Background: an optimization exercise with open tools, aiming at small area, a short achievable clock period and few clock cycles per item. Do not read the settings as production practice.
The RTL was checked by simulation tests, not by an equivalence proof against the original design.

Setup of delta:
Design modular_exponentiation_top, start of the top module:
module modular_exponentiation_top #(
  parameter int unsigned EXP_WIDTH = 64
) (
  input  wire          clk_i,
  input  wire          rst_ni,
  input  wire          s_axis_tvalid,
  output logic         s_axis_tready,
  input  wire  [127:0] s_axis_tdata,    
  output logic         m_axis_tvalid,
  input  wire          m_axis_tready,
  output logic [31:0]  m_axis_tdata,    
  input  wire          cfg_valid_i,
  output logic         cfg_ready_o,
  input  wire  [30:0]  cfg_data_i       
);
  localparam int unsigned EW = (EXP_WIDTH < modexp_pkg::FieldW) ? EXP_WIDTH : modexp_pkg::FieldW;
  logic [3:0]         st_q, st_d;
  modexp_pkg::mod_t   mod_q;
  logic [4:0]         sh_q;           
  logic [34:0]        s_q, c_q;       
  logic [31:0]        r_q, b_q;       
  logic [2:0]         dig_q;          
  logic [4:0]         k_q;            
  logic               mulb_q;         
  logic signed [6:0]  eidx_q;         
  logic               ebit_q;         
  logic               found_q;        
  logic               ezero_q;        
  logic signed [1:0]  qf_q;           
  logic               sub_q;          
  logic               ovld_q;
  logic               acc_q;
  logic               first_q;        
  logic [2:0]         mbin_q;         
  logic [63:0]        base;
  logic [63:0]        expo;
  assign base = {1'b0, s_axis_tdata[62:0]};
  assign expo = 64'(s_axis_tdata[modexp_pkg::FieldW +: EW]);
  assign cfg_ready_o   = 1'b1;
  assign s_axis_tready = acc_q;
  assign m_axis_tvalid = ovld_q;
  assign m_axis_tdata  = {1'b0, r_q[30:0]};
  logic        red;
  logic [7:0]  t_tab, t;
  logic [7:0]  est;
  logic [31:0] y;
  logic        b_one, b_two, b_neg;
  logic [34:0] ysx, ymag, xy;
  logic [34:0] s4, c4, s1, c1, s3, c3;
  logic [34:0] row;
  ...
Size: ~1900 cells after synthesis.
Settings: LEC_CHECK=0, CAP_MARGIN=20, CORE_MARGIN=2, CORE_UTILIZATION=40, PLACE_DENSITY=0.5, SLEW_MARGIN=20; clock period 10.0 ns.
standard.sh (not shown) runs the stock make flow with config.mk's settings and CLKGATE_MAP_FILE= SYNTH_SCRIPT=/design/flow/synth_recipe.tcl, a recipe that flattens the netlist after the stock synthesis.
==> flow/flow/run.sh <==
#!/bin/bash
# Standard ORFS layout (the standard.sh, standard synthesis) with a larger
# setup margin for timing repair; make's output goes to make_finish.log.
set -euo pipefail
bash standard.sh SETUP_SLACK_MARGIN=6 finish > make_finish.log 2>&1
Testbench counts of delta, summed over its fixed seeds: cycles 179,520, items 192.
What gamma does differently from delta at the input level:
Settings: an added ABC_AREA of 1; a deleted PLACE_DENSITY that had been 0.5.
--- outcome ---
gamma was carried through to the last stage, and its layout satisfied the timing, design-rule and antenna checks. The hold slack of gamma was inferior to that of delta. gamma vs delta: net count of the mapped netlist up in gamma. Of delta and gamma, delta shows the lower register-to-register path setup slack, with gamma above it. Between delta and gamma, sequential share of layout area is lower for gamma, delta comes in above that. Compared with delta, gamma instantiates a larger number of cells.

========
## lane 1
Starting RTL as in the previous note.
## modular_exponentiation_top
module modular_exponentiation_top #(
  parameter int unsigned EXP_WIDTH = 64
) (
  input  wire          clk_i,
  input  wire          rst_ni,
  input  wire          s_axis_tvalid,
  output logic         s_axis_tready,
  input  wire  [127:0] s_axis_tdata,    
  output logic         m_axis_tvalid,
  input  wire          m_axis_tready,
  output logic [31:0]  m_axis_tdata,    
  input  wire          cfg_valid_i,
  output logic         cfg_ready_o,
  input  wire  [30:0]  cfg_data_i       
);
==> flow/config.mk <==
export PLATFORM = sky130hd
export DESIGN_NAME = modular_exponentiation_top
export DESIGN_NICKNAME = modular_exponentiation_top
export VERILOG_FILES = /design/flow/design.v
export SDC_FILE = /design/flow/constraint.sdc
export NUM_CORES = 4
export LEC_CHECK = 0
export CAP_MARGIN = 0
export CORE_MARGIN = 2
export CORE_UTILIZATION = 40
export SLEW_MARGIN = 0
==> flow/constraint.sdc <==
create_clock -name core_clock -period 10.0 [get_ports {clk_i}]
set_input_delay 2.0000 -clock core_clock [delete_from_list [all_inputs] [get_ports {clk_i}]]
set_output_delay 2.0000 -clock core_clock [all_outputs]
set_load 0.01 [all_outputs]
Scripts as last shown in full above: flow/flow/run.sh
Lane 1 completed; timing, DRC and antenna clean
Testbench counts of lane 1, summed over its fixed seeds: cycles 179,520, items 192.
--- input diff lane 1..lane 2 ---
- TNS_END_PERCENT: unset -> 30
- SLEW_MARGIN: 0 -> 20
- CAP_MARGIN: 0 -> 20
Findings:
- Of the two candidates, lane 1 has the better final hold slack and lane 2 the worse one.
- Lane 2 vs lane 1, maximum frequency went down by about 1%.
- Non-clock buffer count was higher in lane 2 than in lane 1.
- As far as number of input and output port buffers inserted goes, lane 2 and lane 1 are indistinguishable; the numbers are identical.
- Final critical-path share of the clock period: lane 2 higher than lane 1
The inputs of lane 3 differ from those of lane 2 as listed below.
- TNS_END_PERCENT no longer set, was 30
--- a/flow/flow/run.sh
+++ b/flow/flow/run.sh
@@ -5 +5 @@
-bash standard.sh SETUP_SLACK_MARGIN=6 finish > make_finish.log 2>&1
+bash standard.sh SETUP_SLACK_MARGIN=5.5 finish > make_finish.log 2>&1
## What came out
The number of buffers inserted by post-CTS setup repair reported for lane 3 is smaller than that of lane 2 by 17.
Routed wire in lane 3 totals less than in lane 2.
The critical path depth in lane 3 was lower than what lane 2 gave.
--- input diff lane 3..lane 4 ---
- TNS_END_PERCENT newly set to 10
--- a/flow/flow/run.sh
+++ b/flow/flow/run.sh
@@ -5 +5 @@
-bash standard.sh SETUP_SLACK_MARGIN=5.5 finish > make_finish.log 2>&1
+bash standard.sh SETUP_SLACK_MARGIN=6 finish > make_finish.log 2>&1
Notes after the runs:
| final-layout clock-cell area share | lane 4 vs lane 3 | 0.46 points higher |
Per the comparison of lane 4 with lane 3, TritonCTS buffer count rose by 3.6%; final non-filler cell area rose by 0.95%; instance area at placement stayed essentially flat; number of buffers outside the clock class in the layout rose by about 1.3%.
Input changes introduced in lane 5 (baseline for comparison: lane 4):
- TNS_END_PERCENT no longer set, was 10
- SETUP_SLACK_MARGIN now 5, previously not set
==> flow/run.sh (new file) <==
#!/bin/bash
# synth_recipe.tcl (not shown) runs the flow's synth.tcl, then flattens the netlist and writes it again
# the make line also repeats each setting of config.mk as NAME=value (left out here)
make -C /OpenROAD-flow-scripts/flow DESIGN_CONFIG=/design/flow/config.mk WORK_HOME=/design/flow/orfs CLKGATE_MAP_FILE= SYNTH_SCRIPT=/design/flow/synth_recipe.tcl finish
removed: flow/flow/run.sh
removed: flow/standard.sh
==> comparison <==
On area taken by multi-input logic gates, the higher figure sits with lane 4, not lane 5. The higher via count of the first global-routing pass of lane 4 and lane 5 is in lane 4. Register fraction of the total cell area ended up 0.75 points higher on lane 5 than on lane 4. The total cell area at the placement stage of lane 5 and that of lane 4 are within noise of each other.

afterwards: timing with drivers on the ports:
How much do the figures lean on ideal ports? The routed layouts below were timed once more, with nothing changed but the port constraints. Step 1, drivers: a clkbuf_16 drives clk_i and a buf_2 each remaining input, both assumed. Step 2, shift: input delay + t, output delay - t, t = (earliest + latest rising clock arrival at the registers) / 2. This alone moves slack from input paths to output paths. a / b / c = ideal ports / drivers / drivers and shift; a / b = the first two.
run	shift t [ns]	setup WS [ns]	hold WS [ns]	slew at the worst register clock pin (ns)
delta	0.611	5.732 / 5.732 / 5.587	0.472 / 0.472 / 0.472	0.06 / 0.06
gamma	0.609	5.860 / 5.860 / 5.467	0.428 / 0.428 / 0.428	0.06 / 0.06
lane 1	0.609	5.798 / 5.798 / 5.579	0.492 / 0.492 / 0.492	0.06 / 0.06
lane 2	0.600	5.755 / 5.755 / 5.561	0.480 / 0.480 / 0.480	0.06 / 0.06
lane 3	0.594	5.622 / 5.622 / 5.559	0.481 / 0.481 / 0.481	0.06 / 0.06
lane 4	0.617	5.725 / 5.725 / 5.556	0.483 / 0.483 / 0.483	0.06 / 0.06
lane 5	0.593	5.265 / 5.265 / 5.265	0.482 / 0.482 / 0.482	0.06 / 0.06
After both steps setup and hold are still met in every run listed. For gamma, which loses most, drivers alone change the setup slack by 0.000 ns; drivers and shift together by -0.393 ns.
